From an optimization exercise on the open Yosys and OpenROAD flow, aimed at small area and a short achievable clock period; shortcuts taken in it are not production practice. At most, simulation tests tie the RTL to the original design; equivalence was not proved. Function not checked in runs 1 and 2: the RTL went through the layout flow alone. Power and IR drop assume default switching activity.

==> design.v <==
package MMIOStruct;
  localparam int unsigned MMIO_W       = 101;
  localparam int unsigned MMIO_STORE   = 100;
  localparam int unsigned MMIO_SRC_NUM = 3;
  localparam logic [MMIO_W-1:0] MMIO_IDLE = '0;
endpackage
module mmio_push_compact #(
  parameter int unsigned DEPTH = 8
) (
  input  logic [DEPTH:0]   base_oh_i,
  input  logic             t_st_i,
  input  logic             d_st_i,
  input  logic             u_st_i,
  output logic [DEPTH-1:0] sel_t_o,
  output logic [DEPTH-1:0] sel_d_o,
  output logic [DEPTH-1:0] sel_u_o
);
  logic [DEPTH+1:0] b;   
  always_comb begin
    b = {base_oh_i, 1'b0} << 1;
    for (int unsigned i = 0; i < DEPTH; i++) begin
      sel_t_o[i] = t_st_i & b[i+2];
      sel_d_o[i] = d_st_i & (t_st_i ? b[i+1] : b[i+2]);
      case ({t_st_i, d_st_i})
        2'b00:        sel_u_o[i] = u_st_i & b[i+2];
        2'b11:        sel_u_o[i] = u_st_i & b[i];
        default:      sel_u_o[i] = u_st_i & b[i+1];
      endcase
    end
  end
endmodule
module mmio_event_queue
#(
  parameter int unsigned DEPTH = 8,
  parameter int unsigned CNT_W = $clog2(DEPTH + 1)
) (
  input  logic             clk,
  input  logic             rstn,
  input  logic [MMIOStruct::MMIO_W-1:0]          timer_mmio,
  input  logic [MMIOStruct::MMIO_W-1:0]          disp_mmio,
  input  logic [MMIOStruct::MMIO_W-1:0]          uart_mmio,
  input  logic             cosim_ready,
  output logic [MMIOStruct::MMIO_W-1:0]          cosim_mmio,
  output logic [CNT_W-1:0] count,
  output logic             overflow
);
  localparam int unsigned DW = MMIOStruct::MMIO_STORE;   
  logic [DW-1:0]    mem_q [DEPTH];
  logic [DW-1:0]    mem_d [DEPTH];
  logic [CNT_W-1:0] count_q, count_d;
  logic [DEPTH:0]   oh_q, oh_d;        
  logic [DEPTH-1:0] th_q, th_d;        
  logic             overflow_q, overflow_d;
  logic             t_st, d_st, u_st, rdy;
  logic [DEPTH:0]   base_oh;           
  logic [DEPTH-1:0] sel_t, sel_d, sel_u, sel_hold, sel_shift, go;
  assign t_st = timer_mmio[MMIOStruct::MMIO_STORE];
  assign d_st = disp_mmio[MMIOStruct::MMIO_STORE];
  assign u_st = uart_mmio[MMIOStruct::MMIO_STORE];
  assign rdy  = cosim_ready;
  always_comb begin
    base_oh[0] = oh_q[0] | (rdy & oh_q[1]);
    for (int unsigned k = 1; k < DEPTH; k++)
      base_oh[k] = rdy ? oh_q[k+1] : oh_q[k];
    base_oh[DEPTH] = !rdy & oh_q[DEPTH];
  end
  mmio_push_compact #(.DEPTH(DEPTH)) u_compact (
    .base_oh_i (base_oh),
    .t_st_i    (t_st),
    .d_st_i    (d_st),
    .u_st_i    (u_st),
    .sel_t_o   (sel_t),
    .sel_d_o   (sel_d),
    .sel_u_o   (sel_u)
  );
  always_comb begin
    for (int unsigned i = 0; i < DEPTH; i++) begin
      sel_hold[i]  = !rdy && th_q[i];
      sel_shift[i] = (i + 1 < DEPTH) ? (rdy && th_q[(i+1) % DEPTH]) : 1'b0;
      go[i]        = (i == 0) ? rstn : 1'b1;
    end
    for (int unsigned i = 0; i < DEPTH; i++) begin
      mem_d[i] = ({DW{go[i] & sel_hold[i]}}  & mem_q[i])
               | ({DW{go[i] & sel_shift[i]}} & mem_q[(i+1) % DEPTH])
               | ({DW{go[i] & sel_t[i]}}     & timer_mmio[DW-1:0])
               | ({DW{go[i] & sel_d[i]}}     & disp_mmio[DW-1:0])
               | ({DW{go[i] & sel_u[i]}}     & uart_mmio[DW-1:0]);
    end
  end
  always_comb begin
    logic [1:0]       n;
    logic [DEPTH+3:0] sum_oh;    
    n = 2'(t_st) + 2'(d_st) + 2'(u_st);
    sum_oh = (DEPTH+4)'(base_oh) << n;
    oh_d = sum_oh[DEPTH:0];
    oh_d[DEPTH] = |sum_oh[DEPTH+3:DEPTH];
    overflow_d = overflow_q | (|sum_oh[DEPTH+3:DEPTH+1]);
    for (int unsigned k = 0; k < DEPTH; k++) th_d[k] = |(sum_oh >> (k + 1));
    count_d = '0;
    for (int unsigned k = 0; k <= DEPTH; k++)
      if (oh_d[k]) count_d = count_d | CNT_W'(k);
  end
  always_ff @(posedge clk) begin
    if (!rstn) begin
      count_q    <= '0;
      oh_q       <= (DEPTH+1)'(1);
      th_q       <= '0;
      overflow_q <= 1'b0;
    end else begin
      count_q    <= count_d;
      oh_q       <= oh_d;
      th_q       <= th_d;
      overflow_q <= overflow_d;
    end
  end
  always_ff @(posedge clk) begin
    for (int unsigned i = 0; i < DEPTH; i++) mem_q[i] <= mem_d[i];
  end
  assign cosim_mmio = {th_q[0], mem_q[0]};
  assign count      = count_q;
  assign overflow   = overflow_q;
endmodule
==> run.sh <==
#!/bin/bash
# synth_recipe.tcl (not shown) runs the flow's synth.tcl, then flattens the netlist and writes it again
# the make line also repeats each setting of config.mk as NAME=value (left out here)
make -C /OpenROAD-flow-scripts/flow DESIGN_CONFIG=/design/flow/config.mk WORK_HOME=/design/flow/orfs CLKGATE_MAP_FILE= SYNTH_SCRIPT=/design/flow/synth_recipe.tcl finish
==> config.mk <==
export PLATFORM = sky130hd
export DESIGN_NAME = mmio_event_queue
export DESIGN_NICKNAME = mmio_event_queue
export VERILOG_FILES = /design/flow/design.v
export SDC_FILE = /design/flow/constraint.sdc
export NUM_CORES = 4
export LEC_CHECK = 0
export CAP_MARGIN = 20
export CORE_MARGIN = 2
export CORE_UTILIZATION = 40
export SLEW_MARGIN = 20
==> constraint.sdc <==
create_clock -name core_clock -period 5.0 [get_ports {clk}]
set_input_delay 1.0000 -clock core_clock [delete_from_list [all_inputs] [get_ports {clk}]]
set_output_delay 1.0000 -clock core_clock [all_outputs]
set_load 0.01 [all_outputs]
==> qor.txt, run 1 <==
Post-DP HPWL -> 91700 um
Yosys Warn Count -> 4
Vias in the first global route -> 37.1k
Setup bufs post-CTS -> 0
Post-route clock period utilization -> 73.5%
Die ar. -> 98700 um^2
Tmin final -> 3.67 ns
GR Util All Layers -> 31.5%
DRT Wirelength -> 163000 um
Crit Path Category -> in -> reg
Top FF cell, synth -> dfxtp_1
Starting DRT DRC Count -> 8563
Largest net degree at the start of global routing -> 101
Clock buffer depth -> 3
RD Place Congestion -> 0.847
Least-Margin Pin Slew -> 1.17 ns
Layout cells sized above 1 -> 6.02%
Port Buf Inserts -> 411
Sink Count -> 820
Post-cts sizing count -> 0
Mapped Area -> 38500 um^2
Worst hold slack -> 0.474 ns
Worst skew pair latency -> 0.66 ns
Final setup fails -> 0
Post-Route Skew -> 0.0267 ns
Via count -> 39.7k
Fin cells -> 5860
Fillers -> 9029
Fraction of registers with async set/reset -> 0%
Setup TNS -> 0 ns
# DRC -> 0
DR WL/cell -> 27.8 um
Slew Viols, Final -> 0
Worst R2R Path Depth -> 6
Status -> timing/DRC/antenna clean
Row count -> 113
Hold crit path type -> reg -> reg
Worst Setup Start Kind -> input pin
Pre-antenna DRT Iters -> 10
Vias per cell -> 6.78
Post-DP Area -> 42100 um^2
Root buffer cell -> clkbuf_16
Lkg Pwr -> 17.7 nW
RSZ-0062 raised after global routing -> no
Clock-pin slew on the worst setup and hold paths -> 0.06 ns
Hold path depth -> 2
Final net count -> 4818
Worst path arrival time -> 4.17 ns
# IOs -> 412
CTS buffer count -> 93
Most frequent cells in the layout -> nand2_1, dfxtp_1, a222oi_1, nand3_1, clkdlybuf4s50_1
Slew HR -> 22.1%
Seq/Total Area, Yosys -> 42.7%
TritonCTS clock tree -> yes
Most common cell after layout, fill and taps aside -> nand2_1
# hold bufs at CTS -> 0
Initial Utilization -> 40.4%
Post-DRT Antenna Nets -> 0
Syn_nets -> 4976
Final design area excluding fillers -> 45100 um^2
Critical Path RT -> 5.50 ns
Overflow after GRT -> 0
Power per standard cell area -> 456 nW/um^2
CP endpoint kind -> flip-flop
Avg Cell Area, Syn -> 8.24 um^2
Worst Path Max Fanout -> 14
Final Power -> 20.6 mW
H-tree levels -> 3
Antenna violations before repair -> 22
Distinct cell type count after synthesis -> 58
Die Wd -> 314 um
First-pass GRT wire length -> 245000 um
Die H -> 314 um
Flops & latches, synth -> 820
Gate Count Post-Synth -> 4667
Max-cap viol count -> 0
Core area -> 95200 um^2
Maximum vdd drop -> 0.259 mV
Fmax -> 0.272 GHz
Layout Area Growth over Synthesis -> 17.3%
Number of flops mapped to enable cells by yosys -> 0
Placed cells -> 5679
Fin. Hold Viols -> 0
[cells in the mapped netlist (6+ instances only)]
cell,number,share of area [%]
nor3_1,8,0.10
buf_6,36,1.1
buf_4,7,0.14
nor2_1,23,0.22
dfxtp_1,820,43
a22oi_1,200,3.9
mux2i_1,11,0.29
nor2b_1,11,0.18
clkbuf_1,430,4.2
nand3_1,505,6.6
a211oi_1,6,0.12
inv_1,112,1.1
a21o_1,6,0.12
o21ai_0,59,0.77
buf_2,174,2.3
o21ai_1,54,0.70
nand2_1,1218,12
buf_1,92,0.90
a222oi_1,800,21
and2_1,9,0.15
mux2_2,11,0.32
[report_power, final]
| group | total (mW) | switching, mW | internal, mW |
|---|---|---|---|
| Clock | 6.89 | 2.87 | 4.03 |
| Sequential | 9.01 | 0.915 | 8.09 |
| Combinational | 4.68 | 2.77 | 1.91 |
[routing by layer]
metal	vias to the layer above	share of wire, %	global-route usage [%]
li1	17400	-	-
met1	19200	41	42.7
met2	2691	44	49.2
met3	357	12	7.22
met4	22	3.2	10.7
met5	-	0.082	0
[stage by stage]
stage	util, %	worst slack (ns)
2_1_floorplan	-	1.78
3_3_place_gp	44.2	0.833
3_5_place_dp	44.2	0.812
4_1_cts	47.4	1.47
5_1_grt	47.4	1.28
6_report	47.4	1.33
[registers in the layout, indices dropped and copies added, names as in the netlist]
register	count
overflow_q	1
mem_q	800
count_q	3
oh_q	8
th_q	8
[cells by family (layout without fill, tap and decap cells)]
logic type | count (synthesis) | in the layout | share of synthesized area [%]
other | 0 | 13 | 0
buffers and inverters | 858 | 773 | 9.72
adder cells (fa/ha/maj) | 3 | 3 | 0.117
XOR/XNOR | 3 | 3 | 0.0683
AO/OA/AOI/OAI | 1156 | 1156 | 27.1
flip-flops | 820 | 820 | 42.7
multiplexers | 23 | 23 | 0.647
AND/OR/NAND/NOR | 1804 | 1804 | 19.7
[worst max-delay path: stages]
cell             delay, ns
clkdlybuf4s50_1       0.63
inv_2                 0.24
fa_1                  0.90
buf_4                 0.29
mux2_2                0.36
nand2_1               0.07
nand2_1               0.07
nor4_1                0.41
a31oi_1               0.18
[cell type report]
class / count / area [um^2] / share of cell area, %
clock buffers: 149 / 2840 / 6.30
multi-input cells: 2989 / 18500 / 41.1
well taps: 1265 / 1580 / 3.51
inverters: 115 / 432 / 0.956
clock inverters: 19 / 193 / 0.427
flip-flops and latches: 820 / 16400 / 36.4
repair buffers: 490 / 5090 / 11.3
diodes: 13 / 32.5 / 0.0721
[final timing paths]
path	slack [ns]	startpoint	to
min reg2reg	0.47	mem_q[0][82]	mem_q[0][82]
max reg2reg	2.31	oh_q[4]	mem_q[4][75]
max	1.33	disp_mmio[100]	th_q[0]
min	0.47	mem_q[0][82]	mem_q[0][82]
==> run 2: changes to the inputs <==
--- a/config.mk
+++ b/config.mk
@@ -8,4 +8,5 @@
 export CAP_MARGIN = 20
 export CORE_MARGIN = 2
 export CORE_UTILIZATION = 40
+export SETUP_SLACK_MARGIN = 3.0
 export SLEW_MARGIN = 20
==> run 2 against run 1 <==
Net effect: clock power rose by 1%; register-to-register slack improved by 0.38 ns; via count rose by 22%; design area rose by 36%; die area did not move; core utilization rose by 17 points; non-clock buffer count rose by 410; combinational power rose by about 70%; clock skew rose by 0.020 ns; fmax rose by 48%; flip-flop and latch count did not move; highest routed layer unchanged.
==> qor.txt, run 2 <==
Mapped Area -> 38500 um^2 (unchanged)
CP endpoint kind -> flip-flop
# hold bufs at CTS -> 0 (unchanged)
Fin. Hold Viols -> 0 (unchanged)
Post-DP HPWL -> 92200 um (+0.57%)
Final setup fails -> 0 (unchanged)
Die H -> 314 um (unchanged)
Syn_nets -> 4976 (unchanged)
Post-route clock period utilization -> 49.5% (-24 points)
Worst path arrival time -> 3.07 ns (-1.10 ns)
RD Place Congestion -> 0.852 (+0.70%)
Tmin final -> 2.48 ns (-1.20 ns)
Vias per cell -> 7.71 (+14%)
Fillers -> 7229 (-20%)
Starting DRT DRC Count -> 13.3k (+55%)
Fmax -> 0.404 GHz (+48%)
# DRC -> 0 (unchanged)
# IOs -> 412 (unchanged)
Core area -> 95200 um^2 (unchanged)
RSZ-0062 raised after global routing -> yes
Met1 Routed Length -> 81400 um (+23%)
Largest net degree at the start of global routing -> 77 (-24%)
Power per standard cell area -> 393 nW/um^2 (-14%)
Via count -> 48.6k (+22%)
Flops & latches, synth -> 820 (unchanged)
Critical path origin -> timer_mmio[100]
Seq/Total Area, Yosys -> 42.7% (unchanged)
Clock-pin slew on the worst setup and hold paths -> 0.07 ns (about the same)
Hold path start -> mem_q[0][65]
Post-place setup slack -> 0.842 ns (+0.0300 ns)
Most common cell after layout, fill and taps aside -> a222oi_1
Die Wd -> 314 um (unchanged)
Antenna violations before repair -> 47 (+110%)
CTS buffer count -> 92 (-1.1%)
Share of the synthesized area in the top cell type -> 42.7% (unchanged)
Uppermost routed layer -> met5
Port Buf Inserts -> 411 (unchanged)
Fraction of registers with async set/reset -> 0% (unchanged)
Biggest regs -> mem_q (800), oh_q (8), th_q (8)
Final Worst Setup Slack -> 2.52 ns (+1.20 ns)
Worst r2r src -> th_q[7]
Slew HR -> 15.8% (-6.3 points)
Clock buffer depth -> 3 (unchanged)
Pre-antenna DRT Iters -> 17 (+7)
Cell taking the most area after synthesis -> dfxtp_1
Maximum vdd drop -> 0.323 mV (+25%)
Layout cells sized above 1 -> 42.2% (+36 points)
Critical Path RT -> 5.59 ns (+0.09 ns)
Sink Count -> 820 (unchanged)
Row count -> 113 (unchanged)
DR WL/cell -> 39.8 um (+43%)
Die ar. -> 98700 um^2 (unchanged)
Least-Margin Pin Slew -> 1.26 ns (+0.0883 ns)
Final net count -> 5252 (+9.0%)
GR Util All Layers -> 41.6% (+10 points)
DRT Wirelength -> 251000 um (+54%)
Top reg by flops -> mem_q
Worst Path Max Fanout -> 7 (-7)
Cell with the most instances after synthesis -> nand2_1
Gate Count Post-Synth -> 4667 (unchanged)
Overflow after GRT -> 0 (unchanged)
H-tree levels -> 3 (unchanged)
Top FF cell, synth -> dfxtp_1
Worst Setup Start Kind -> input pin
Worst skew pair latency -> 0.73 ns (+0.07 ns)
Met3 wire length -> 45800 um (+130%)
Yosys Warn Count -> 4 (unchanged)
TritonCTS clock tree -> yes
Initial Utilization -> 40.4% (unchanged)
Post-Route Skew -> 0.0466 ns (+0.0200 ns)
Worst hold slack -> 0.474 ns (+0.00000100 ns)
Max reg flops -> 800 (unchanged)
First-pass GRT wire length -> 303000 um (+24%)
Crit Path Category -> in -> reg
Largest cells by area after synthesis -> dfxtp_1, a222oi_1, nand2_1
Lkg Pwr -> 28.2 nW (+59%)
Slew Viols, Final -> 0 (unchanged)
Hold crit path type -> reg -> reg
Layout Area Growth over Synthesis -> 59.0%
Met2 wire length -> 98100 um (+37%)
Final Power -> 24.1 mW (+17%)
Setup TNS -> 0 ns (unchanged)
Max-cap viol count -> 0 (unchanged)
Distinct cell type count after synthesis -> 58 (unchanged)
Post-Route Utilization -> 64.3% (+17 points)
Root buffer cell -> clkbuf_16
Post-DRT Antenna Nets -> 0 (unchanged)
Vias in the first global route -> 41.3k (+11%)
Status -> timing/DRC/antenna clean
Most frequent cells in the layout -> a222oi_1, dfxtp_1, nand2_1, nand2_4, nand3_2
Avg Cell Area, Syn -> 8.24 um^2 (unchanged)
Post-synth top cells -> nand2_1, dfxtp_1, a222oi_1
Number of flops mapped to enable cells by yosys -> 0 (unchanged)
==> run 2: repair_timing <==
| action | in CTS | in global routing |
|---|---|---|
| setup buffers | 166 | 53 |
| cloned | 132 | 82 |
| endpoints found under the setup margin | 926 | 925 |
| gates resized for setup | 1456 | 1340 |
| pin swaps | 378 | 719 |
==> run 2: per-stage QoR <==
| stage | instances | area [um^2] |
|---|---|---|
| after floorplan | 4667 | 39000 |
| after global placement | 5681 | 42200 |
| after detailed placement | 5681 | 42200 |
| after CTS | 6137 | 53200 |
| after global routing | 6287 | 61100 |
| final | 6300 | 61200 |
==> run 2: worst max-delay path, stage by stage <==
cell	delay (ns)
buf_12	0.12
buf_6	0.12
buf_8	0.11
buf_12	0.14
mux2_4	0.33
nor2_4	0.11
a211oi_4	0.06
buf_12	0.17
buf_12	0.15
buf_16	0.17
a222oi_1	0.42
o21ai_1	0.14
==> run 2: cell type report <==
type                            instances  area [um^2]  area share [%]
Antenna cell                           28         70.1           0.115
Clock buffer                          144         2760            4.51
Clock inverter                         14          191           0.313
Inverter                              115          478           0.781
Multi-Input combinational cell       3014        26000            42.5
Sequential cell                       820        16600            27.1
Tap cell                             1265         1580            2.59
Timing Repair Buffer                  900        13500            22.1
==> run 2: final timing paths <==
path,to,slack [ns],cells past startpoint
setup / recovery,mem_q[7][58],2.52,12
hold / removal,mem_q[0][65],0.47,2
setup reg to reg,th_q[0],2.69,7
hold reg to reg,mem_q[0][65],0.47,2
==> run 2: where the power goes <==
group	internal [mW]	switching, mW
Combinational	3.35	4.59
Clock	3.92	3.04
Sequential	8.12	1.04
Total	15.4	8.67
==> run 2: layer usage <==
layer | vias up | global-route usage (%)
met3 | 1653 | 16.4
met2 | 5025 | 59.3
met1 | 23400 | 52.2
met5 | - | 0
li1 | 18500 | -
met4 | 46 | 26.3
==> run 2: kinds of logic (layout without fill, tap and decap cells) <==
group	after synthesis	after routing	share of synthesized area (%)
AND/OR/NAND/NOR	1804	1826	19.7
buffers and inverters	858	1173	9.72
adder cells (fa/ha/maj)	3	3	0.117
multiplexers	23	23	0.647
other	0	28	0
XOR/XNOR	3	3	0.0683
AO/OA/AOI/OAI	1156	1159	27.1
flip-flops	820	820	42.7
==> run 3: changes to the inputs <==
--- a/design.v
+++ b/design.v
@@ -88,17 +88,29 @@
     end
   end
   always_comb begin
-    logic [1:0]       n;
-    logic [DEPTH+3:0] sum_oh;    
-    n = 2'(t_st) + 2'(d_st) + 2'(u_st);
-    sum_oh = (DEPTH+4)'(base_oh) << n;
-    oh_d = sum_oh[DEPTH:0];
-    oh_d[DEPTH] = |sum_oh[DEPTH+3:DEPTH];
-    overflow_d = overflow_q | (|sum_oh[DEPTH+3:DEPTH+1]);
-    for (int unsigned k = 0; k < DEPTH; k++) th_d[k] = |(sum_oh >> (k + 1));
+    logic          n_ge1, n_ge2, n_ge3;
+    logic [DEPTH:0] base_th;           
+    n_ge1 = t_st | d_st | u_st;
+    n_ge2 = (t_st & d_st) | (t_st & u_st) | (d_st & u_st);
+    n_ge3 = t_st & d_st & u_st;
+    for (int unsigned k = 0; k < DEPTH; k++)
+      base_th[k] = rdy ? ((k + 1 < DEPTH) ? th_q[(k+1) % DEPTH] : 1'b0) : th_q[k];
+    base_th[DEPTH] = 1'b0;
+    for (int unsigned k = 0; k < DEPTH; k++)
+      th_d[k] = base_th[k]
+              | (base_oh[k] & n_ge1)
+              | ((k >= 1) ? (base_oh[(k+DEPTH) % (DEPTH+1)] & n_ge2) : 1'b0)
+              | ((k >= 2) ? (base_oh[(k+DEPTH-1) % (DEPTH+1)] & n_ge3) : 1'b0);
+    oh_d[0] = !base_th[0] & !n_ge1;
+    for (int unsigned k = 1; k < DEPTH; k++) oh_d[k] = th_d[k-1] & !th_d[k];
+    oh_d[DEPTH] = th_d[DEPTH-1];
+    overflow_d = overflow_q
+               | (base_oh[DEPTH] & n_ge1)
+               | (base_oh[DEPTH-1] & n_ge2)
+               | (base_oh[DEPTH-2] & n_ge3);
     count_d = '0;
-    for (int unsigned k = 0; k <= DEPTH; k++)
-      if (oh_d[k]) count_d = count_d | CNT_W'(k);
+    for (int unsigned k = 0; k < DEPTH; k++)
+      if (th_d[k] && (k + 1 == DEPTH || !th_d[(k+1) % DEPTH])) count_d = CNT_W'(k + 1);
   end
   always_ff @(posedge clk) begin
     if (!rstn) begin
==> flow/run.sh (new file) <==
#!/bin/bash
# The standard layout, with the ports buffered by buf_2 cells rather than
# the delay buffers buffer_ports picks by default.
set -euo pipefail
export BUFFER_PORTS_ARGS="-buffer_cell sky130_fd_sc_hd__buf_2"
bash standard.sh > standard.log 2>&1
==> standard.sh (new file) <==
#!/bin/bash
# synth_recipe.tcl (not shown) runs the flow's synth.tcl, then flattens the netlist and writes it again
# the make line also repeats each setting of config.mk as NAME=value (left out here)
make -C /OpenROAD-flow-scripts/flow DESIGN_CONFIG=/design/flow/config.mk WORK_HOME=/design/flow/orfs CLKGATE_MAP_FILE= SYNTH_SCRIPT=/design/flow/synth_recipe.tcl "${@:-finish}"
--- a/config.mk
+++ b/config.mk
@@ -8,5 +8,5 @@
 export CAP_MARGIN = 20
 export CORE_MARGIN = 2
 export CORE_UTILIZATION = 40
-export SETUP_SLACK_MARGIN = 3.0
+export SETUP_SLACK_MARGIN = 2.6
 export SLEW_MARGIN = 20
removed: run.sh
==> run 3 against run 2 <==
Net effect: setup slack improved by 0.014 ns; first-iteration DRC count is 29% lower; non-clock buffer count fell by 371; flip-flop and latch count is the same; area after synthesis down 0.48%; die area is 0.48% lower; worst hold slack worse by 0.012 ns; power increased by 1.8%; final cell count decreased by 6.7%.
==> qor.txt, run 3 <==
Top FF cell, synth -> dfxtp_1
Post-synth top cells -> nand2_1, dfxtp_1, a222oi_1
Worst skew pair latency -> 0.69 ns (-0.04 ns)
Lkg Pwr -> 18.2 nW (-35%)
Worst path buffer plus inverter count -> 5 (-2)
CTS buffer count -> 92 (unchanged)
Max reg flops -> 800 (unchanged)
CP delay by family, top -> buffers and inverters
Final setup fails -> 0 (unchanged)
Pre-antenna DRT Iters -> 13 (-4)
Starting DRT DRC Count -> 9400 (-29%)
Number of flops mapped to enable cells by yosys -> 0 (unchanged)
GR Util All Layers -> 35.4% (-6.2 points)
Slowest CP cell -> or3_1
Worst path arrival time -> 3.08 ns (about the same)
Crit Path Category -> in -> reg
Post-DRT Antenna Nets -> 0 (unchanged)
# DRC -> 0 (unchanged)
Tmin final -> 2.46 ns (-0.0137 ns)
Clock-pin slew on the worst setup and hold paths -> 0.06 ns (about the same)
CP endpoint kind -> flip-flop
Maximum vdd drop -> 0.313 mV (-3.1%)
Post-place setup slack -> 0.905 ns (+0.0630 ns)
Slew HR -> 21.8% (+5.9 points)
Most common cell after layout, fill and taps aside -> nand2_1
RSZ-0062 raised after global routing -> yes
Seq/Total Area, Yosys -> 42.9% (+0.21 points)
Adder-Cell Fraction of Synth Area -> 0.0654% (-0.052 points)
Core area -> 94900 um^2 (-0.30%)
RD Place Congestion -> 0.824 (-3.4%)
Hold crit path type -> reg -> reg
Port Buf Inserts -> 411 (unchanged)
Mux contribution to synthesized area -> 0.618% (-0.030 points)
Overflow after GRT -> 0 (unchanged)
First-pass GRT wire length -> 265000 um (-13%)
Post-DP HPWL -> 91200 um (-1.1%)
Worst Path Max Fanout -> 27 (+20)
Fin cells -> 5881 (-6.7%)
Layout cells sized above 1 -> 16.8% (-25 points)
Worst Setup Start Kind -> input pin
Share of the synthesized area in the top cell type -> 42.9% (+0.21 points)
Fillers -> 9116 (+26%)
Initial Utilization -> 40.4% (-0.076 points)
Die H -> 313 um (-0.24%)
Via count -> 41.0k (-16%)
Post-route clock period utilization -> 49.2% (-0.27 points)
Row count -> 113 (unchanged)
Fraction of registers with async set/reset -> 0% (unchanged)
Critical-path cell list -> buf_4, inv_8, ha_4, clkinvlp_4, or3_1, a21boi_4, buf_12, bufbuf_16, a22oi_1, nand2_1
Largest cells by area after synthesis -> dfxtp_1, a222oi_1, nand2_1
Cell taking the most area after synthesis -> dfxtp_1
H-tree levels -> 3 (unchanged)
Gate Count Post-Synth -> 4617 (-1.1%)
Yosys Warn Count -> 4 (unchanged)
Fmax -> 0.406 GHz (+0.56%)
Largest family of logic cells by synthesized area -> compound AO/OA/AOI/OAI gates
Max-cap viol count -> 0 (unchanged)
Antenna violations before repair -> 39 (-17%)
Final Worst Setup Slack -> 2.54 ns (+0.0137 ns)
Fin. Hold Viols -> 0 (unchanged)
Layout Area Growth over Synthesis -> 14.6%
Worst path max stage delay -> 0.42 ns (about the same)
Vias per cell -> 6.98 (-9.5%)
Vias in the first global route -> 38.2k (-7.5%)
Status -> timing/DRC/antenna clean
Mapped Area -> 38300 um^2 (-0.48%)
Cell with the most instances after synthesis -> nand2_1
Syn_nets -> 4925 (-1.0%)
Root buffer cell -> clkbuf_16
Critical Path RT -> 5.62 ns (+0.03 ns)
Final net count -> 4831 (-8.0%)
Least-Margin Pin Slew -> 1.17 ns (-0.0886 ns)
DR WL/cell -> 31.4 um (-21%)
Top reg by flops -> mem_q
# IOs -> 412 (unchanged)
Setup TNS -> 0 ns (unchanged)
Die Wd -> 313 um (-0.24%)
Clock buffer depth -> 3 (unchanged)
Largest net degree at the start of global routing -> 101 (+31%)
Power per standard cell area -> 558 nW/um^2 (+42%)
Slew Viols, Final -> 0 (unchanged)
Biggest regs -> mem_q (800), oh_q (8), th_q (8)
Flops & latches, synth -> 820 (unchanged)
Die ar. -> 98200 um^2 (-0.48%)
TritonCTS clock tree -> yes
DRT Wirelength -> 185000 um (-26%)
Most frequent cells in the layout -> nand2_1, dfxtp_1, a222oi_1, nand3_1, buf_2
Avg Cell Area, Syn -> 8.29 um^2 (+0.59%)
Distinct cell type count after synthesis -> 56 (-3.4%)
Placed cells -> 5631 (-0.88%)
Synth Area in Compound Gates -> 27.3% (+0.20 points)
Sink Count -> 820 (unchanged)
Synth Area in XOR/XNOR -> 0% (-0.068 points)
Post-Route Skew -> 0.0256 ns (-0.0211 ns)
Synth Area in Simple Gates -> 19.3% (-0.36 points)
run 3: changes by cell type after synthesis, moves of 29 or more:
cell | before | now
clkbuf_1 | 430 | 362
o21ai_0 | 59 | 88
buf_1 | 92 | 143
clkdlybuf4s25_2 | 0 | 30
buf_4 | 7 | 52
buf_2 | 174 | 127
buf_6 | 36 | 3
o21ai_1 | 54 | 21
run 3: per-stage QoR:
step	hold slack, ns	util, %	power, mW	area [um^2]
floorplan	0.442	-	14.2	38900
global placement	0.448	41.9	16.5	39700
detailed placement	0.451	41.9	16.6	39700
CTS	0.464	45.9	24.1	43500
global route	0.479	46.2	25.4	43900
finish	0.462	46.3	24.5	43900
run 3: where the power goes:
group	switching [mW]	total [mW]	internal, mW
clock	2.91	7.14	4.23
sequential	1.28	9.95	8.67
combinational	4.94	7.42	2.47
run 3: area by class of cell:
class	instances	area (um^2)	area share, %
multi-input cells	2974	18700	42.7
well taps	1265	1580	3.61
clock buffers	142	2820	6.43
diodes	21	52.6	0.120
inverters	106	413	0.941
flip-flops and latches	820	16400	37.4
repair buffers	529	3530	8.05
clock inverters	24	329	0.750
run 3: timing repair:
item	in CTS	in global routing
setup endpoints to repair	785	552
resized for setup	38	34
hold buffers	0	0
setup buffers	26	9
cloned	21	6
pin swaps	13	6
run 3: tightest hold or removal path, stage by stage, from the launching register on:
cell      delay [ns]
dfxtp_1         0.32
a222oi_1        0.06
nand2_1         0.05
run 3: worst paths after layout:
check / start / to / slack, ns / cells after the start
max: timer_mmio[100] / mem_q[1][70] / 2.54 / 10
min: mem_q[0][14] / mem_q[0][14] / 0.46 / 2
max reg2reg: th_q[3] / mem_q[3][55] / 2.63 / 4
min reg2reg: mem_q[0][14] / mem_q[0][14] / 0.46 / 2
run 3: per-layer routing:
layer  share of wire, %  vias up  GRT usage [%]
met4                4.6       36           15.1
met5               0.11        -              0
met2                 43     3209           53.7
met1                 39    19800           46.9
met3                 14      588           10.1
li1                   -    17400              -
run 3: kinds of logic (layout without fill, tap and decap cells):
| group | count (synthesis) | count (layout) |
|---|---|---|
| AOI/OAI and AO/OA | 1153 | 1159 |
| and+or+nand+nor | 1779 | 1794 |
| adders and majority gates | 2 | 2 |
| DFF | 820 | 820 |
| muxes | 19 | 19 |
| buffers and inverters | 844 | 801 |
| other | 0 | 21 |
==> run 4: changes to the inputs <==
--- a/design.v
+++ b/design.v
@@ -15,17 +15,20 @@
   output logic [DEPTH-1:0] sel_d_o,
   output logic [DEPTH-1:0] sel_u_o
 );
-  logic [DEPTH+1:0] b;   
+  logic [DEPTH+1:0] b;               
+  logic             d0, d1;          
+  logic             u0, u1, u2;      
   always_comb begin
-    b = {base_oh_i, 1'b0} << 1;
+    d0 = d_st_i & !t_st_i;
+    d1 = d_st_i &  t_st_i;
+    u0 = u_st_i & !t_st_i & !d_st_i;
+    u1 = u_st_i & (t_st_i ^ d_st_i);
+    u2 = u_st_i &  t_st_i &  d_st_i;
+    b  = {base_oh_i, 1'b0} << 1;
     for (int unsigned i = 0; i < DEPTH; i++) begin
       sel_t_o[i] = t_st_i & b[i+2];
-      sel_d_o[i] = d_st_i & (t_st_i ? b[i+1] : b[i+2]);
-      case ({t_st_i, d_st_i})
-        2'b00:        sel_u_o[i] = u_st_i & b[i+2];
-        2'b11:        sel_u_o[i] = u_st_i & b[i];
-        default:      sel_u_o[i] = u_st_i & b[i+1];
-      endcase
+      sel_d_o[i] = (d0 & b[i+2]) | (d1 & b[i+1]);
+      sel_u_o[i] = (u0 & b[i+2]) | (u1 & b[i+1]) | (u2 & b[i]);
     end
   end
 endmodule
--- a/config.mk
+++ b/config.mk
@@ -8,5 +8,7 @@
 export CAP_MARGIN = 20
 export CORE_MARGIN = 2
 export CORE_UTILIZATION = 40
+export CTS_CLUSTER_DIAMETER = 150
+export CTS_CLUSTER_SIZE = 25
 export SETUP_SLACK_MARGIN = 2.6
 export SLEW_MARGIN = 20
==> run 4 against run 3 <==
Net effect: die area decreased by 0.75%; setup slack improved by 0.067 ns; via count fell by 1.3%; clock skew up 0.0088 ns; critical path depth down 3; final cell count decreased by 0.61%; synthesized cell count grew 1.7%; first-iteration DRC count decreased by 0.62%; register-to-register slack improved by 0.22 ns; clock-buffer cell count is 104 lower; wire length shrank 1.8%; non-clock buffer count up 2.
==> qor.txt, run 4 <==
Fin. Hold Viols -> 0 (unchanged)
Worst skew pair latency -> 0.65 ns (-0.04 ns)
Top FF cell, synth -> dfxtp_1
Final design area excluding fillers -> 41900 um^2 (-4.5%)
Post-DP Area -> 40000 um^2 (+0.65%)
CTS buffer count -> 38 (-59%)
Die Wd -> 312 um (-0.37%)
Antenna violations before repair -> 49 (+26%)
Critical path origin -> cosim_ready
# IOs -> 412 (unchanged)
Placed cells -> 5718 (+1.5%)
Least-Margin Pin Slew -> 1.24 ns (+0.0694 ns)
DR WL/cell -> 31.0 um (-1.2%)
Post-synth top cells -> nand2_1, dfxtp_1, a222oi_1
Worst path arrival time -> 2.90 ns (-0.18 ns)
Post-route clock period utilization -> 47.9% (-1.3 points)
Critical Path RT -> 5.51 ns (-0.11 ns)
Sink Count -> 820 (unchanged)
Row count -> 113 (unchanged)
Core area -> 94600 um^2 (-0.30%)
Yosys Warn Count -> 4 (unchanged)
M3 GR Usage -> 8.43% (-1.7 points)
Cell taking the most area after synthesis -> dfxtp_1
Most frequent cells in the layout -> nand2_1, dfxtp_1, a222oi_1, nand3_1, buf_2
RD Place Congestion -> 0.819 (-0.63%)
Flops & latches, synth -> 820 (unchanged)
Gate Count Post-Synth -> 4694 (+1.7%)
Fillers -> 9245 (+1.4%)
Met2 Track Usage GR -> 53.6% (-0.13 points)
Distinct cell type count after synthesis -> 52 (-7.1%)
Port Buf Inserts -> 411 (unchanged)
Pre-antenna DRT Iters -> 11 (-2)
Top reg by flops -> mem_q
Mapped Area -> 38000 um^2 (-0.76%)
Global route hottest layer -> met2
Vias in the first global route -> 37.1k (-2.8%)
Fraction of registers with async set/reset -> 0% (unchanged)
Layout Area Growth over Synthesis -> 10.2%
Worst hold slack -> 0.468 ns (+0.00626 ns)
DRT Wirelength -> 181000 um (-1.8%)
Setup TNS -> 0 ns (unchanged)
Critical-path cell list -> buf_12, buf_16, mux2_4, and2_4, clkbuf_16, a222oi_1, nand3_1
Final setup fails -> 0 (unchanged)
Syn_nets -> 5003 (+1.6%)
TritonCTS clock tree -> yes
Most common cell after layout, fill and taps aside -> nand2_1
Clock-pin slew on the worst setup and hold paths -> 0.11 ns (+0.05 ns)
Overflow after GRT -> 0 (unchanged)
Reg2Reg Setup Slack -> 2.85 ns (+0.22 ns)
Hold crit path type -> reg -> reg
Cell with the most instances after synthesis -> nand2_1
Avg Cell Area, Syn -> 8.10 um^2 (-2.4%)
Vias per cell -> 6.93 (-0.71%)
CP delay by family, top -> buffers and inverters
H-tree levels -> 2 (-1)
Worst path buffer plus inverter count -> 3 (-2)
Root buffer cell -> clkbuf_16
Final net count -> 4858 (+0.56%)
R2r endpoint -> mem_q[2][11]
Slowest CP cell -> mux2_4
Critical path depth -> 7 (-3)
Number of flops mapped to enable cells by yosys -> 0 (unchanged)
Share of the synthesized area in the top cell type -> 43.2% (+0.33 points)
Grt met1 use -> 45.9% (-0.99 points)
Fin cells -> 5845 (-0.61%)
Post-DP HPWL -> 91900 um (+0.74%)
Worst Setup Start Kind -> input pin
Slew HR -> 17.1% (-4.7 points)
Lkg Pwr -> 16.9 nW (-6.8%)
Seq/Total Area, Yosys -> 43.2% (+0.33 points)
Clock buffer depth -> 3 (unchanged)
Max-cap viol count -> 0 (unchanged)
# DRC -> 0 (unchanged)
Worst path max stage delay -> 0.39 ns (-0.03 ns)
Setup crit end -> mem_q[6][99]
Tmin final -> 2.40 ns (-0.0668 ns)
CP endpoint kind -> flip-flop
Largest net degree at the start of global routing -> 102 (+0.99%)
Maximum vdd drop -> 0.391 mV (+25%)
Via count -> 40.5k (-1.3%)
Crit Path Category -> in -> reg
Slew Viols, Final -> 0 (unchanged)
Die H -> 312 um (-0.37%)
Power per standard cell area -> 506 nW/um^2 (-9.4%)
Biggest regs -> mem_q (800), oh_q (8), th_q (8)
GR Util All Layers -> 34.5% (-0.91 points)
Die ar. -> 97500 um^2 (-0.75%)
Max reg flops -> 800 (unchanged)
Starting DRT DRC Count -> 9342 (-0.62%)
Fmax -> 0.418 GHz (+2.8%)
Layout cells sized above 1 -> 14.4% (-2.4 points)
Worst Path Max Fanout -> 50 (+85%)
Worst r2r src -> th_q[2]
First-pass GRT wire length -> 258000 um (-2.7%)
Post-DRT Antenna Nets -> 0 (unchanged)
Status -> timing/DRC/antenna clean
Post-Route Skew -> 0.0344 ns (+0.00884 ns)
Largest cells by area after synthesis -> dfxtp_1, a222oi_1, nand2_1
Initial Utilization -> 40.2% (-0.19 points)
Worst R2R Path Depth -> 4 (unchanged)
RSZ-0062 raised after global routing -> yes
[run 4: changes by cell type after synthesis, moves of 79 or more]
cell | previous run | this run
clkbuf_1 | 362 | 488
buf_2 | 127 | 22
a22oi_1 | 201 | 100
nand2_1 | 1215 | 1316
nand3_1 | 501 | 602
clkbuf_2 | 21 | 100
[run 4: worst min path at each step]
stage | startpoint | endpoint | depth (start not counted) | slack (ns)
final | mem_q[1][63] | mem_q[0][63] | 2 | 0.47
after global placement | mem_q[1][22] | mem_q[0][22] | 2 | 0.46
after CTS | mem_q[1][52] | mem_q[0][52] | 2 | 0.47
after floorplan | mem_q[1][10] | mem_q[0][10] | 2 | 0.44
after detailed placement | mem_q[1][43] | mem_q[0][43] | 2 | 0.46
after global routing | mem_q[1][63] | mem_q[0][63] | 2 | 0.50
[run 4: timing repair]
item / in CTS / in global routing
endpoints found under the hold margin: 0 / 0
hold buffers: 0 / 0
gates resized for setup: 33 / 23
gates cloned: 16 / 7
pin swaps: 10 / 5
setup buffers: 24 / 9
setup endpoints to repair: 810 / 396
[run 4: layer usage]
layer  share of wire [%]  up-vias
li1                    -    17400
met4                 4.4       46
met1                  38    19500
met2                  44     3024
met5                0.16        -
met3                  13      492
[run 4: power by group]
| group | leakage (nW) | total, mW | internal, mW | switching (mW) |
|---|---|---|---|---|
| Combinational | 9.73 | 7.45 | 2.49 | 4.96 |
| Clock | 0.485 | 3.69 | 1.39 | 2.30 |
| Sequential | 6.73 | 10.1 | 8.76 | 1.30 |
[run 4: cells by family after synthesis]
group	after synthesis	share of synthesized area (%)
AOI/OAI and AO/OA	1049	25.4
adders and majority gates	3	0.0988
muxes	17	0.566
DFF	820	43.2
and+or+nand+nor	1972	21.8
buffers and inverters	833	8.96
[run 4: stage by stage]
step / utilization, % / worst slack (ns) / power (mW)
floorplan: - / 2.54 / 14.4
global placement: 42.3 / 1.27 / 16.7
detailed placement: 42.3 / 1.24 / 16.9
CTS: 43.9 / 2.53 / 20.7
global route: 44.3 / 2.58 / 22.0
finish: 44.3 / 2.60 / 21.2
[run 4: cell type report]
cell class / instances / area (um^2) / area share, %
inverters: 103 / 394 / 0.941
well taps: 1265 / 1580 / 3.78
flip-flops and latches: 820 / 16400 / 39.2
clock buffers: 38 / 951 / 2.27
repair buffers: 531 / 3700 / 8.83
diodes: 29 / 72.6 / 0.173
clock inverters: 4 / 41.3 / 0.0986
multi-input cells: 3055 / 18700 / 44.7
[run 4: tightest hold or removal path: cells and delay by family, from the launching register on]
family             cells  cell delay [ns]
AOI/OAI and AO/OA      1             0.07
DFF                    1             0.35
and+or+nand+nor        1             0.06
==> run 5: changes to the inputs <==
==> config.mk (replaced) <==
export PLATFORM = sky130hd
export DESIGN_NAME = mmio_event_queue
export DESIGN_NICKNAME = mmio_event_queue
export VERILOG_FILES = /design/flow/design.v
export SDC_FILE = /design/flow/constraint.sdc
export NUM_CORES = 4
export LEC_CHECK = 0
export CAP_MARGIN = 30
export CORE_MARGIN = 2
export CORE_UTILIZATION = 40
export CTS_CLUSTER_DIAMETER = 100
export CTS_CLUSTER_SIZE = 20
export SETUP_SLACK_MARGIN = 2.8
export SLEW_MARGIN = 30
==> run 5 against run 4 <==
Net effect: design area increased by 2.3%; core utilization increased by 1.0 points; critical path type unchanged; sequential power about the same; via count increased by 1.2%; global-route usage decreased by 0.44 points; fmax increased by 5.6%; largest cell class unchanged; die area unchanged.
==> qor.txt, run 5 <==
Comb pwr share -> 35.7% (+0.6 points)
Initial Utilization -> 40.2% (unchanged)
First-pass GRT wire length -> 256000 um (-0.89%)
Worst Path Max Fanout -> 12 (-76%)
Vias per cell -> 6.97 (+0.63%)
Most frequent cells in the layout -> nand2_1, a222oi_1, dfxtp_1, nand3_1, buf_2
Overflow after GRT -> 0 (unchanged)
Tmin final -> 2.27 ns (-0.126 ns)
CP endpoint kind -> flip-flop
Top FF cell, synth -> dfxtp_1
Root buffer cell -> clkbuf_16
Post-DP HPWL -> 93200 um (+1.4%)
Post-Route Skew -> 0.0455 ns (+0.0111 ns)
Seq/Total Area, Yosys -> 43.2% (unchanged)
Flops & latches, synth -> 820 (unchanged)
Critical Path RT -> 5.56 ns (+0.05 ns)
Clk pwr share -> 18.6% (+1.2 points)
Biggest regs -> mem_q (800), oh_q (8), th_q (8)
Fillers -> 9086 (-1.7%)
GR Util All Layers -> 34.0% (-0.44 points)
DR WL/cell -> 31.4 um (+1.1%)
Yosys Warn Count -> 4 (unchanged)
Switch share -> 40.2% (-0.14 points)
Row count -> 113 (unchanged)
Setup TNS -> 0 ns (unchanged)
Clock-pin slew on the worst setup and hold paths -> 0.09 ns (-0.02 ns)
RD Place Congestion -> 0.856 (+4.6%)
NetSw -> 8.90 mW (+4.0%)
Vias in the first global route -> 37.0k (-0.42%)
Worst Setup Start Kind -> input pin
Clock buffer depth -> 3 (unchanged)
Worst path arrival time -> 2.83 ns (-0.07 ns)
Port Buf Inserts -> 411 (unchanged)
Least-Margin Pin Slew -> 1.08 ns (-0.155 ns)
Post-route clock period utilization -> 45.4% (-2.5 points)
Final setup fails -> 0 (unchanged)
Starting DRT DRC Count -> 10.3k (+10%)
H-tree levels -> 2 (unchanged)
Mapped Area -> 38000 um^2 (unchanged)
Via count -> 41.0k (+1.2%)
Most common cell after layout, fill and taps aside -> nand2_1
Die Wd -> 312 um (unchanged)
Die H -> 312 um (unchanged)
Max-cap viol count -> 0 (unchanged)
Post-place setup slack -> 1.24 ns (+0.00242 ns)
Crit Path Category -> in -> reg
Cell with the most instances after synthesis -> nand2_1
Avg Cell Area, Syn -> 8.10 um^2 (unchanged)
Cell taking the most area after synthesis -> dfxtp_1
Post-synth top cells -> nand2_1, dfxtp_1, a222oi_1
Status -> timing/DRC/antenna clean
Layout cells sized above 1 -> 15.9% (+1.4 points)
Slew Viols, Final -> 0 (unchanged)
Power per standard cell area -> 516 nW/um^2 (+2.0%)
Distinct cell type count after synthesis -> 52 (unchanged)
Antenna violations before repair -> 33 (-33%)
Layout Area Growth over Synthesis -> 12.8%
Largest cells by area after synthesis -> dfxtp_1, a222oi_1, nand2_1
Top reg by flops -> mem_q
Slew HR -> 27.8% (+11 points)
Maximum vdd drop -> 0.301 mV (-23%)
Worst skew pair latency -> 0.64 ns (about the same)
Sequential share of power -> 45.7% (-1.8 points)
Die ar. -> 97500 um^2 (unchanged)
# DRC -> 0 (unchanged)
Syn_nets -> 5003 (unchanged)
Fmax -> 0.441 GHz (+5.6%)
RSZ-0062 raised after global routing -> yes
Fin. Hold Viols -> 0 (unchanged)
Core area -> 94600 um^2 (unchanged)
Total internal power -> 13.2 mW (+4.6%)
Final net count -> 4901 (+0.89%)
Number of flops mapped to enable cells by yosys -> 0 (unchanged)
Max reg flops -> 800 (unchanged)
Multi-input gate area -> 18800 um^2 (+0.29%)
Gate Count Post-Synth -> 4694 (unchanged)
Largest net degree at the start of global routing -> 101 (-0.98%)
# IOs -> 412 (unchanged)
Sink Count -> 820 (unchanged)
Post-Route Utilization -> 45.3% (+1.0 points)
Final Worst Setup Slack -> 2.73 ns (+0.126 ns)
Hold crit path type -> reg -> reg
Share of the synthesized area in the top cell type -> 43.2% (unchanged)
CTS buffer count -> 47 (+24%)
Lkg Pwr -> 17.4 nW (+2.7%)
Pre-antenna DRT Iters -> 14 (+3)
TritonCTS clock tree -> yes
Register Area -> 16500 um^2 (+0.30%)
Post-DRT Antenna Nets -> 0 (unchanged)
DRT Wirelength -> 184000 um (+1.7%)
Fraction of registers with async set/reset -> 0% (unchanged)
==> run 5: cell counts after synthesis <==
Identical to the previous run, type by type.
==> run 5: timing repair <==
action                     CTS  global route
setup buffers               33            13
pin swaps                   17            17
hold buffers                 0             0
gates resized for setup     81            61
setup endpoints to repair  836           698
gates cloned                21            22
==> run 5: power groups by stage <==
stage / Sequential [mW] / Clock [mW] / Combinational, mW
final: 10.1 / 4.10 / 7.90
after global routing: 10.3 / 4.34 / 8.21
after detailed placement: 10.2 / 0 / 6.70
after global placement: 10.2 / 0 / 6.51
after CTS: 10.0 / 4.13 / 7.21
after floorplan: 9.78 / 0 / 4.58
==> run 5: cell families (layout without fill, tap and decap cells) <==
kind of cell	count (synthesis)	after routing	share of synthesized area [%]
AO/OA/AOI/OAI	1049	1052	25.4
other	0	19	0
multiplexers	17	17	0.566
adder cells (fa/ha/maj)	3	3	0.0988
AND/OR/NAND/NOR	1972	1986	21.8
buffers and inverters	833	718	8.96
flip-flops	820	820	43.2
==> run 5: area by class of cell <==
cell class	instances	area share, %
Sequential cell	820	38.4
Antenna cell	19	0.111
Multi-Input combinational cell	3058	43.9
Clock buffer	48	2.80
Clock inverter	5	0.120
Timing Repair Buffer	562	10.1
Tap cell	1265	3.69
Inverter	103	0.920
==> run 5: critical path, cell delays in order <==
cell and delay [ns]:
buf_16 0.14, buf_12 0.15, mux2i_4 0.21, buf_12 0.16
buf_4 0.16, o31ai_4 0.29, buf_12 0.17, buf_6 0.16
buf_8 0.22, nand2_1 0.08, nand3_1 0.06
==> run 5: per-layer routing <==
layer	GRT usage, %	vias up	part of all wire, %
met3	7.76	467	14
met5	0	-	0.12
met1	46.1	19700	38
met4	13.3	34	4.2
met2	52.5	3312	43
li1	-	17400	-
==> run 5: path summary, 6_finish.rpt <==
kind | slack, ns | endpoint | startpoint | cells past startpoint
worst min register to register | 0.46 | mem_q[5][3] | mem_q[6][3] | 2
worst max register to register | 2.81 | mem_q[7][6] | th_q[7] | 5
worst max-delay path | 2.73 | mem_q[6][49] | cosim_ready | 11
worst min-delay path | 0.46 | mem_q[5][3] | mem_q[6][3] | 2
==> run 5: stage by stage <==
stage | total power, mW | area, um^2 | instances | hold WS [ns]
after floorplan | 14.4 | 38800 | 4694 | 0.442
after global placement | 16.7 | 39900 | 5716 | 0.456
after detailed placement | 16.9 | 40000 | 5719 | 0.456
after CTS | 21.4 | 42200 | 5826 | 0.473
after global routing | 22.8 | 42800 | 5868 | 0.502
final | 22.1 | 42800 | 5880 | 0.459
==> run 6: changes to the inputs <==
--- a/config.mk
+++ b/config.mk
@@ -7,7 +7,7 @@
 export LEC_CHECK = 0
 export CAP_MARGIN = 30
 export CORE_MARGIN = 2
-export CORE_UTILIZATION = 40
+export CORE_UTILIZATION = 55
 export CTS_CLUSTER_DIAMETER = 100
 export CTS_CLUSTER_SIZE = 20
 export SETUP_SLACK_MARGIN = 2.8
==> run 6 against run 5 <==
Net effect: largest cell class unchanged; combinational power up 1%; first-iteration DRC count up 11%; power shrank 0.22%; flip-flop and latch count stayed put; setup slack better by 0.027 ns; fmax up 1.2%; clock power down 3%; still clean on timing, DRC and antenna; sequential share of layout area up 0.46 points; via count rose by 3.1%.
==> qor.txt, run 6 <==
Fin cells -> 5538 (-5.8%)
RSZ-0062 raised after global routing -> yes
Fmax -> 0.446 GHz (+1.2%)
Post-DP HPWL -> 86700 um (-7.0%)
Lkg Pwr -> 17.4 nW (-0.16%)
# hold bufs at CTS -> 0 (unchanged)
Die Wd -> 267 um (-15%)
Starting DRT DRC Count -> 11.5k (+11%)
Max reg flops -> 800 (unchanged)
Number of flops mapped to enable cells by yosys -> 0 (unchanged)
Sink Count -> 820 (unchanged)
Final net count -> 4915 (+0.29%)
GR Util All Layers -> 47.1% (+13 points)
DRT Wirelength -> 180000 um (-2.1%)
Yosys Warn Count -> 4 (unchanged)
DR WL/cell -> 32.6 um (+3.9%)
Slew HR -> 24.3% (-3.6 points)
Most frequent cells in the layout -> nand2_1, dfxtp_1, a222oi_1, nand3_1, buf_2
Flops & latches, synth -> 820 (unchanged)
# IOs -> 412 (unchanged)
Worst path arrival time -> 2.81 ns (-0.02 ns)
Post-route clock period utilization -> 44.8% (-0.53 points)
Tmin final -> 2.24 ns (-0.0266 ns)
Post-place setup slack -> 1.19 ns (-0.0525 ns)
Maximum vdd drop -> 0.501 mV (+66%)
Gate Count Post-Synth -> 4694 (unchanged)
Share of the synthesized area in the top cell type -> 43.2% (unchanged)
Layout Area Growth over Synthesis -> 11.3%
Least-Margin Pin Slew -> 1.14 ns (+0.0536 ns)
Fin. Hold Viols -> 0 (unchanged)
Multi-input gate area -> 18800 um^2 (+0.16%)
TritonCTS clock tree -> yes
Setup TNS -> 0 ns (unchanged)
Biggest regs -> mem_q (800), oh_q (8), th_q (8)
Largest cells by area after synthesis -> dfxtp_1, a222oi_1, nand2_1
Root buffer cell -> clkbuf_16
Worst skew pair latency -> 0.65 ns (about the same)
Crit Path Category -> in -> reg
Worst Path Max Fanout -> 26 (+14)
Fillers -> 5950 (-35%)
Max-cap viol count -> 0 (unchanged)
Core area -> 68500 um^2 (-28%)
Pre-antenna DRT Iters -> 14 (unchanged)
Hold crit path type -> reg -> reg
Row count -> 96 (-15%)
Die ar. -> 71200 um^2 (-27%)
Largest net degree at the start of global routing -> 67 (-34%)
Clock buffer depth -> 3 (unchanged)
Cell taking the most area after synthesis -> dfxtp_1
CP endpoint kind -> flip-flop
Worst hold slack -> 0.480 ns (+0.0200 ns)
Post-synth top cells -> nand2_1, dfxtp_1, a222oi_1
Fraction of registers with async set/reset -> 0% (unchanged)
Clock-pin slew on the worst setup and hold paths -> 0.09 ns (about the same)
Vias per cell -> 7.63 (+9.4%)
Mapped Area -> 38000 um^2 (unchanged)
Layout cells sized above 1 -> 16.0% (+0.074 points)
Seq/Total Area, Yosys -> 43.2% (unchanged)
Via count -> 42.3k (+3.1%)
Final setup fails -> 0 (unchanged)
Top reg by flops -> mem_q
Register Area -> 16500 um^2 (about the same)
Final Worst Setup Slack -> 2.76 ns (+0.0266 ns)
Post-Route Skew -> 0.0267 ns (-0.0187 ns)
Syn_nets -> 5003 (unchanged)
Critical Path RT -> 5.57 ns (about the same)
Slew Viols, Final -> 0 (unchanged)
Power per standard cell area -> 522 nW/um^2 (+1.1%)
RD Place Congestion -> 0.886 (+3.5%)
Antenna violations before repair -> 53 (+61%)
Top FF cell, synth -> dfxtp_1
Die H -> 267 um (-15%)
CTS buffer count -> 46 (-2.1%)
Distinct cell type count after synthesis -> 52 (unchanged)
Post-DRT Antenna Nets -> 0 (unchanged)
Overflow after GRT -> 0 (unchanged)
Port Buf Inserts -> 411 (unchanged)
Final Power -> 22.1 mW (-0.22%)
Status -> timing/DRC/antenna clean
Placed cells -> 5344 (-6.6%)
First-pass GRT wire length -> 254000 um (-0.48%)
H-tree levels -> 2 (unchanged)
# DRC -> 0 (unchanged)
Vias in the first global route -> 37.6k (+1.7%)
Avg Cell Area, Syn -> 8.10 um^2 (unchanged)
Most common cell after layout, fill and taps aside -> nand2_1
Initial Utilization -> 55.5% (+15 points)
Worst Setup Start Kind -> input pin
Cell with the most instances after synthesis -> nand2_1
[run 6: changes by cell type in the layout (fill, tap and decap cells not counted), sizes merged, moves of 2 or more]
cell	delta
and2	+4
buf	+16
clkbuf	-6
clkinv	-3
diode	+31
inv	-2
o21ai	+2
[run 6: critical path, cell delays in order]
cell and delay [ns]:
buf_16 0.14, mux2_4 0.29, and2_4 0.59, buf_4 0.46, a222oi_1 0.15, nand3_1 0.16
[run 6: report_power, final]
group	internal [mW]	switching, mW
sequential	8.77	1.31
combinational	2.72	5.29
clock	1.68	2.31
[run 6: logic make-up (layout without fill, tap and decap cells)]
logic type,Yosys count,in the layout,share of synthesized area (%)
compound gates,1049,1054,25.4
flops,820,820,43.2
other cells,0,50,0
buf+inv,833,723,8.96
simple gates,1972,1989,21.8
fa+ha+maj,3,3,0.0988
mux,17,17,0.566
[run 6: worst paths after layout]
| kind | start | end | slack [ns] | cells after the start |
|---|---|---|---|---|
| min reg2reg | mem_q[1][97] | mem_q[0][97] | 0.48 | 2 |
| max | cosim_ready | mem_q[6][9] | 2.76 | 6 |
| min | mem_q[1][97] | mem_q[0][97] | 0.48 | 2 |
| max reg2reg | oh_q[1] | mem_q[0][42] | 2.88 | 5 |
[run 6: per-stage QoR]
stage,utilization [%],cell area (um^2)
2_1_floorplan,-,38800
3_3_place_gp,57.7,39500
3_5_place_dp,57.7,39500
4_1_cts,60.9,41700
5_1_grt,61.7,42300
6_report,61.8,42300
[run 6: cell type report]
| cell class | instances | share of cell area, % |
|---|---|---|
| diodes | 50 | 0.296 |
| multi-input cells | 3063 | 44.5 |
| clock buffers | 47 | 2.78 |
| clock inverters | 1 | 0.0207 |
| well taps | 882 | 2.61 |
| repair buffers | 572 | 9.96 |
| flip-flops and latches | 820 | 38.9 |
| inverters | 103 | 0.952 |
[run 6: what timing repair did]
item | 4_1_cts | 5_1_grt
resized for setup | 67 | 33
buffers inserted | 45 | 11
setup endpoints to repair | 829 | 697
pin swaps | 21 | 4
cloned | 27 | 12
[run 6: routing by layer]
| metal | routed length [um] | GRT usage, % | vias up |
|---|---|---|---|
| met5 | 161 | 0 | - |
| met4 | 10500 | 23.3 | 22 |
| met3 | 31500 | 15.3 | 773 |
| met2 | 74400 | 69.1 | 4076 |
| met1 | 63900 | 62.2 | 19800 |
| li1 | - | - | 17600 |
==> run 7: changes to the inputs <==
--- a/config.mk
+++ b/config.mk
@@ -7,8 +7,8 @@
 export LEC_CHECK = 0
 export CAP_MARGIN = 30
 export CORE_MARGIN = 2
-export CORE_UTILIZATION = 55
+export CORE_UTILIZATION = 40
 export CTS_CLUSTER_DIAMETER = 100
 export CTS_CLUSTER_SIZE = 20
-export SETUP_SLACK_MARGIN = 2.8
+export SETUP_SLACK_MARGIN = 2.9
 export SLEW_MARGIN = 30
==> run 7 against run 6 <==
Net effect: clock power rose by 4%; synthesized cell count unchanged; global-route usage fell by 12 points; fmax rose by 1.1%; first-iteration DRC count fell by 13%; critical path type unchanged; via count is 0.86% lower; clock-buffer cell count grew 3; register-to-register slack worse by 0.07 ns; largest cell class unchanged; still clean; combinational power rose by 4.5%.
==> qor.txt, run 7 <==
Status -> timing/DRC/antenna clean
Number of flops mapped to enable cells by yosys -> 0 (unchanged)
Die Wd -> 312 um (+17%)
Setup TNS -> 0 ns (unchanged)
Slew HR -> 29.5% (+5.2 points)
Antenna violations before repair -> 40 (-25%)
Gate Count Post-Synth -> 4694 (unchanged)
Crit Path Category -> in -> reg
Worst Path Max Fanout -> 78 (+200%)
RSZ-0062 raised after global routing -> yes
Register Area -> 16600 um^2 (+0.80%)
Final net count -> 4982 (+1.4%)
Least-Margin Pin Slew -> 1.06 ns (-0.0777 ns)
Yosys Warn Count -> 4 (unchanged)
Root buffer cell -> clkbuf_16
Cell taking the most area after synthesis -> dfxtp_1
Syn_nets -> 5003 (unchanged)
Clock buffer depth -> 3 (unchanged)
Worst hold slack -> 0.478 ns (-0.00178 ns)
GR Util All Layers -> 35.4% (-12 points)
Largest net degree at the start of global routing -> 81 (+21%)
Critical Path RT -> 5.57 ns (about the same)
Post-DRT Antenna Nets -> 0 (unchanged)
H-tree levels -> 2 (unchanged)
# IOs -> 412 (unchanged)
First-pass GRT wire length -> 265000 um (+4.2%)
Hold crit path type -> reg -> reg
CTS buffer count -> 47 (+2.2%)
Layout cells sized above 1 -> 19.6% (+3.7 points)
Cell with the most instances after synthesis -> nand2_1
Fillers -> 8889 (+49%)
Post-synth top cells -> nand2_1, dfxtp_1, a222oi_1
Vias in the first global route -> 37.9k (+0.72%)
Initial Utilization -> 40.2% (-15 points)
TritonCTS clock tree -> yes
Final design area excluding fillers -> 44800 um^2 (+5.9%)
Die ar. -> 97500 um^2 (+37%)
Most common cell after layout, fill and taps aside -> nand2_1
Maximum vdd drop -> 0.283 mV (-43%)
RD Place Congestion -> 0.878 (-1.0%)
Post-DP Area -> 40000 um^2 (+1.3%)
Die H -> 312 um (+17%)
# DRC -> 0 (unchanged)
Share of the synthesized area in the top cell type -> 43.2% (unchanged)
Row count -> 113 (+18%)
Final setup fails -> 0 (unchanged)
Worst path arrival time -> 2.79 ns (-0.02 ns)
Clock-pin slew on the worst setup and hold paths -> 0.09 ns (about the same)
Largest cells by area after synthesis -> dfxtp_1, a222oi_1, nand2_1
Post-Route Utilization -> 47.4% (-14 points)
Starting DRT DRC Count -> 10.0k (-13%)
CP endpoint kind -> flip-flop
Power per standard cell area -> 506 nW/um^2 (-3.1%)
DRT Wirelength -> 190000 um (+5.3%)
Flops & latches, synth -> 820 (unchanged)
Most frequent cells in the layout -> nand2_1, a222oi_1, dfxtp_1, nand3_1, buf_2
Post-place setup slack -> 1.05 ns (-0.135 ns)
Seq/Total Area, Yosys -> 43.2% (unchanged)
Post-DP HPWL -> 93700 um (+8.1%)
Final Worst Setup Slack -> 2.78 ns (+0.0243 ns)
Layout Area Growth over Synthesis -> 17.9%
Tmin final -> 2.22 ns (-0.0243 ns)
Worst Setup Start Kind -> input pin
Avg Cell Area, Syn -> 8.10 um^2 (unchanged)
Slew Viols, Final -> 0 (unchanged)
DR WL/cell -> 31.9 um (-2.2%)
Biggest regs -> mem_q (800), oh_q (8), th_q (8)
Fmax -> 0.451 GHz (+1.1%)
Max-cap viol count -> 0 (unchanged)
Via count -> 41.9k (-0.86%)
Post-route clock period utilization -> 44.4% (-0.49 points)
Max reg flops -> 800 (unchanged)
Mapped Area -> 38000 um^2 (unchanged)
Multi-input gate area -> 19100 um^2 (+1.4%)
Distinct cell type count after synthesis -> 52 (unchanged)
Port Buf Inserts -> 411 (unchanged)
Top reg by flops -> mem_q
Post-Route Skew -> 0.0268 ns (+0.0000540 ns)
Fraction of registers with async set/reset -> 0% (unchanged)
Pre-antenna DRT Iters -> 14 (unchanged)
Fin. Hold Viols -> 0 (unchanged)
Vias per cell -> 7.02 (-7.9%)
Core area -> 94600 um^2 (+38%)
Overflow after GRT -> 0 (unchanged)
Lkg Pwr -> 18.3 nW (+5.2%)
Sink Count -> 820 (unchanged)
Top FF cell, synth -> dfxtp_1
Worst skew pair latency -> 0.65 ns (about the same)
## run 7: metrics by stage
stage	total power, mW	instances
global placement	16.7	5719
detailed placement	16.9	5723
floorplan	14.4	4694
finish	22.7	5964
global route	23.4	5955
CTS	21.7	5893
## run 7: area by class of cell
| cell class | count | area share, % |
|---|---|---|
| clock inverters | 2 | 0.0559 |
| multi-input cells | 3068 | 42.6 |
| well taps | 1265 | 3.53 |
| diodes | 23 | 0.128 |
| repair buffers | 633 | 13.0 |
| inverters | 103 | 0.911 |
| clock buffers | 50 | 2.75 |
| flip-flops and latches | 820 | 37.0 |
## run 7: worst max-delay path: stages
cell and delay, ns:
clkbuf_16 0.14, buf_4 0.14, nor2b_4 0.59, buf_12 0.44, a222oi_1 0.15, nand3_1 0.13
## run 7: routing by layer
layer	up-vias	part of all wire, %	GRT usage [%]
met2	3437	43	53.9
li1	17700	-	-
met1	20100	37	45.7
met4	32	5.9	17.1
met5	-	0.11	0
met3	646	14	10.7
## run 7: repair_timing
item | in CTS | in global routing
buffers inserted | 82 | 26
endpoints found under the setup margin | 921 | 772
resized for setup | 331 | 106
pin swaps | 16 | 42
hold buffers | 0 | 0
gates cloned | 36 | 22
## run 7: path summary, 6_finish.rpt
check / from / cells after the start / endpoint / slack (ns)
setup / recovery: cosim_ready / 6 / mem_q[6][71] / 2.78
hold / removal: mem_q[1][69] / 2 / mem_q[0][69] / 0.48
setup reg to reg: th_q[6] / 4 / mem_q[6][71] / 2.81
hold reg to reg: mem_q[1][69] / 2 / mem_q[0][69] / 0.48
## run 7: power by group
part           switching, mW  total (mW)  internal [mW]  leakage [nW]
logic                   5.33        8.37           3.05          10.9
registers               1.37        10.2           8.78          6.78
clock network           2.37        4.13           1.76         0.617
## run 7: cell families after synthesis
group	Yosys count	synth area share (%)
and+or+nand+nor	1972	21.8
AOI/OAI and AO/OA	1049	25.4
buffers and inverters	833	8.96
DFF	820	43.2
muxes	17	0.566
adders and majority gates	3	0.0988

afterwards: timing with drivers on the ports:
The flow's constraints put no driver on any port. The routed layouts listed below were extracted and timed again, unchanged, in two steps. Step 1 sets driving cells, clkbuf_16 on the clock port and buf_2 on the other inputs (assumed; they add their load-dependent delay and slew). Step 2 moves the port delays by t, midway between the first and last clock arrival at a register: inputs arrive t later, outputs are due t later. That takes back most of the time a late clock gives input paths. Three values: no drivers, after step 1, after step 2; two values: the first two.
run	shift t [ns]	setup slack, ns	worst hold slack (ns)	slew at the worst register clock pin (ns)
run 1	0.721	1.327 / 1.309 / 0.588	0.474 / 0.474 / 0.474	0.06 / 0.06
run 2	0.780	2.524 / 2.462 / 1.682	0.474 / 0.474 / 0.474	0.07 / 0.07
run 3	0.748	2.538 / 2.486 / 1.738	0.462 / 0.462 / 0.462	0.07 / 0.07
run 4	0.700	2.605 / 2.542 / 1.843	0.468 / 0.468 / 0.468	0.11 / 0.11
run 5	0.698	2.731 / 2.630 / 1.932	0.459 / 0.459 / 0.459	0.10 / 0.10
run 6	0.704	2.758 / 2.648 / 1.943	0.479 / 0.479 / 0.479	0.09 / 0.09
run 7	0.715	2.782 / 2.678 / 1.963	0.478 / 0.478 / 0.478	0.09 / 0.09
After both steps setup and hold are still met in every run listed. The setup slack of run 2, which loses most, moves by -0.062 ns with the drivers and by -0.842 ns with both steps.
